What follows belongs to an exercise in optimizing a design on an open flow for small area and a short achievable clock period; a production flow would make more cautious choices. In this exercise RTL edits were held to simulation tests only and were not proved equivalent to the original.

==> module fir_tap_chain, before the edit <==
module fir_tap_chain (
        input  logic             s00_axis_aclk,
        input  logic             rst_n,
        input  logic             accept,
        input  fir_pkg::sample_t sample,
        input  logic             sample_last,
        output fir_pkg::acc_t    result,
        output logic             result_last
);
        localparam int NUM_REGS = 15 - 1;
        fir_pkg::acc_t sample_ext;
        fir_pkg::acc_t prod [15];
        fir_pkg::acc_t chain [NUM_REGS];
        assign sample_ext = 64'(sample);
        always_comb begin
                for (int k = 0; k < 15; k++) begin
                        prod[k] = sample_ext * 64'(fir_pkg::fir_coeff(k));
                end
        end
        always_ff @(posedge s00_axis_aclk or negedge rst_n) begin
                if (!rst_n) begin
                        for (int i = 0; i < NUM_REGS; i++) begin
                                chain[i] <= '0;
                        end
                end else if (accept) begin
                        for (int i = 0; i < NUM_REGS; i++) begin
                                if (i == NUM_REGS - 1) begin
                                        chain[i] <= prod[i + 1];
                                end else begin
                                        chain[i] <= prod[i + 1] + chain[i + 1];
                                end
                        end
                end
        end
        assign result = prod[0] + chain[0];
        assign result_last = sample_last;
endmodule
==> module fir_out_stage, before the edit <==
module fir_out_stage (
        input  logic               s00_axis_aclk,
        input  logic               rst_n,
        input  logic               in_valid,
        input  fir_pkg::acc_t      result,
        input  logic               result_last,
        input  logic               m00_axis_tready,
        output logic               in_ready,
        output logic               accept,
        output logic               m00_axis_tvalid,
        output fir_pkg::bus_word_t m00_axis_tdata,
        output logic               m00_axis_tlast
);
        logic deliver;
        assign in_ready = !m00_axis_tvalid || m00_axis_tready;
        assign accept   = in_valid && in_ready;
        assign deliver  = m00_axis_tvalid && m00_axis_tready;
        always_ff @(posedge s00_axis_aclk or negedge rst_n) begin
                if (!rst_n) begin
                        m00_axis_tvalid <= 1'b0;
                end else if (accept) begin
                        m00_axis_tvalid <= 1'b1;
                end else if (deliver) begin
                        m00_axis_tvalid <= 1'b0;
                end
        end
        always_ff @(posedge s00_axis_aclk) begin
                if (accept) begin
                        m00_axis_tdata <= 64'(result);
                        m00_axis_tlast <= result_last;
                end
        end
endmodule
==> module axis_fir_lowpass, before the edit <==
module axis_fir_lowpass (
        input  logic               s00_axis_aclk,
        input  logic               rst_n,
        input  logic               s00_axis_tvalid,
        input  fir_pkg::bus_word_t s00_axis_tdata,
        input  logic               s00_axis_tlast,
        output logic               s00_axis_tready,
        input  logic               m00_axis_tready,
        output logic               m00_axis_tvalid,
        output fir_pkg::bus_word_t m00_axis_tdata,
        output logic               m00_axis_tlast
);
        fir_pkg::sample_t sample;
        fir_pkg::acc_t    result;
        logic    result_last;
        logic    accept;
        assign sample = s00_axis_tdata[63 -: 32];
        fir_tap_chain i_fir_tap_chain (
                .s00_axis_aclk (s00_axis_aclk),
                .rst_n         (rst_n),
                .accept        (accept),
                .sample        (sample),
                .sample_last   (s00_axis_tlast),
                .result        (result),
                .result_last   (result_last)
        );
        fir_out_stage i_fir_out_stage (
                .s00_axis_aclk   (s00_axis_aclk),
                .rst_n           (rst_n),
                .in_valid        (s00_axis_tvalid),
                .result          (result),
                .result_last     (result_last),
                .m00_axis_tready (m00_axis_tready),
                .in_ready        (s00_axis_tready),
                .accept          (accept),
                .m00_axis_tvalid (m00_axis_tvalid),
                .m00_axis_tdata  (m00_axis_tdata),
                .m00_axis_tlast  (m00_axis_tlast)
        );
endmodule
==> flow/config.mk <==
export PLATFORM = sky130hd
export DESIGN_NAME = axis_fir_lowpass
export DESIGN_NICKNAME = axis_fir_lowpass
export VERILOG_FILES = /design/flow/design.v
export SDC_FILE = /design/flow/constraint.sdc
export NUM_CORES = 4
export LEC_CHECK = 0
export CAP_MARGIN = 20
export CORE_MARGIN = 2
export CORE_UTILIZATION = 40
export SLEW_MARGIN = 20
==> flow/constraint.sdc <==
create_clock -name core_clock -period 10.5 [get_ports {s00_axis_aclk}]
set_input_delay 2.1000 -clock core_clock [delete_from_list [all_inputs] [get_ports {s00_axis_aclk}]]
set_output_delay 2.1000 -clock core_clock [all_outputs]
set_load 0.01 [all_outputs]
run.sh (not shown) runs the stock make flow with config.mk's settings and CLKGATE_MAP_FILE= SYNTH_SCRIPT=/design/flow/synth_recipe.tcl, a recipe that flattens the netlist after the stock synthesis.
Then changed:
--- a/flow/design.v
+++ b/flow/design.v
@@ -3,6 +3,7 @@
         typedef logic signed [32-1:0] sample_t;
         typedef logic signed [16-1:0] coeff_t;
         typedef logic signed [64-1:0] acc_t;
+        typedef logic signed [43-1:0] res_t;
         localparam logic [15*16-1:0] FIR_COEFFS = {
                 16'(-16'sd12),
                 16'(16'sd0),
@@ -31,35 +32,25 @@
         input  logic             accept,
         input  fir_pkg::sample_t sample,
         input  logic             sample_last,
-        output fir_pkg::acc_t    result,
+        output fir_pkg::res_t    result,
         output logic             result_last
 );
-        localparam int NUM_REGS = 15 - 1;
-        fir_pkg::acc_t sample_ext;
-        fir_pkg::acc_t prod [15];
-        fir_pkg::acc_t chain [NUM_REGS];
-        assign sample_ext = 64'(sample);
-        always_comb begin
-                for (int k = 0; k < 15; k++) begin
-                        prod[k] = sample_ext * 64'(fir_pkg::fir_coeff(k));
+        fir_pkg::sample_t h [1:14];
+        always_ff @(posedge s00_axis_aclk or negedge rst_n) begin
+                if (!rst_n) begin
+                        for (int k = 1; k <= 14; k++) h[k] <= '0;
+                end else if (accept) begin
+                        h[1] <= sample;
+                        for (int k = 2; k <= 14; k++) h[k] <= h[k - 1];
                 end
         end
-        always_ff @(posedge s00_axis_aclk or negedge rst_n) begin
-                if (!rst_n) begin
-                        for (int i = 0; i < NUM_REGS; i++) begin
-                                chain[i] <= '0;
-                        end
-                end else if (accept) begin
-                        for (int i = 0; i < NUM_REGS; i++) begin
-                                if (i == NUM_REGS - 1) begin
-                                        chain[i] <= prod[i + 1];
-                                end else begin
-                                        chain[i] <= prod[i + 1] + chain[i + 1];
-                                end
-                        end
-                end
-        end
-        assign result = prod[0] + chain[0];
+        fir_pkg::res_t part;
+        assign part = 43'(31)   * (43'(h[2])  + 43'(h[12]))
+                    - 43'(78)   * (43'(h[4])  + 43'(h[10]))
+                    + 43'(307)  * (43'(h[6])  + 43'(h[8]))
+                    + 43'(512)  *  43'(h[7])
+                    - 43'(12)   *  43'(h[14]);
+        assign result = part - 43'(12) * 43'(sample);
         assign result_last = sample_last;
 endmodule
 `timescale 1ns/1ps
@@ -67,7 +58,7 @@
         input  logic               s00_axis_aclk,
         input  logic               rst_n,
         input  logic               in_valid,
-        input  fir_pkg::acc_t      result,
+        input  fir_pkg::res_t      result,
         input  logic               result_last,
         input  logic               m00_axis_tready,
         output logic               in_ready,
@@ -89,12 +80,14 @@
                         m00_axis_tvalid <= 1'b0;
                 end
         end
+        fir_pkg::res_t word;
         always_ff @(posedge s00_axis_aclk) begin
                 if (accept) begin
-                        m00_axis_tdata <= 64'(result);
+                        word           <= result;
                         m00_axis_tlast <= result_last;
                 end
         end
+        assign m00_axis_tdata = 64'(word);
 endmodule
 `timescale 1ns/1ps
 module axis_fir_lowpass (
@@ -110,7 +103,7 @@
         output logic               m00_axis_tlast
 );
         fir_pkg::sample_t sample;
-        fir_pkg::acc_t    result;
+        fir_pkg::res_t    result;
         logic    result_last;
         logic    accept;
         assign sample = s00_axis_tdata[63 -: 32];
=> Now the flow produced a layout that fails on negative setup slack; sequential cell count drops by 409; synthesized area goes down by about 40%; worst setup slack got worse by 2300 ps; routed wire length decreases by about 44%; clock-buffer cell count is lower by 65; synthesized cell count came out lower by 43%; hold slack is better by 7.5 ps; cell area went down by about 34%; critical path depth rises by 18; core utilization increases by 3.7 points; first-iteration DRC count came out lower by about 60%.

-- re-timing with driven ports --
The flow's constraints put no driver on any port. The routed layouts listed below were extracted and timed again, unchanged, in two steps. Step 1, drivers: a clkbuf_16 drives s00_axis_aclk and a buf_2 each remaining input, both assumed. Step 2 moves the port delays by t, midway between the first and last clock arrival at a register: inputs arrive t later, outputs are due t later. That takes back most of the time a late clock gives input paths. a / b / c = ideal ports / drivers / drivers and shift; a / b = the first two.
run | shift t [ns] | setup slack, ns | clock arrival spread, ns | pins driven straight from the clock port
the first run | 0.816 | 0.637 / 0.694 / -0.121 | 0.039 / 0.039 | 1
the second run | 0.726 | -1.627 / -1.627 / -1.627 | 0.037 / 0.038 | 1
With both steps, setup timing fails in the first run, where it was met with ideal ports. For the first run, which loses most, drivers alone change the setup slack by +0.057 ns; drivers and shift together by -0.758 ns.
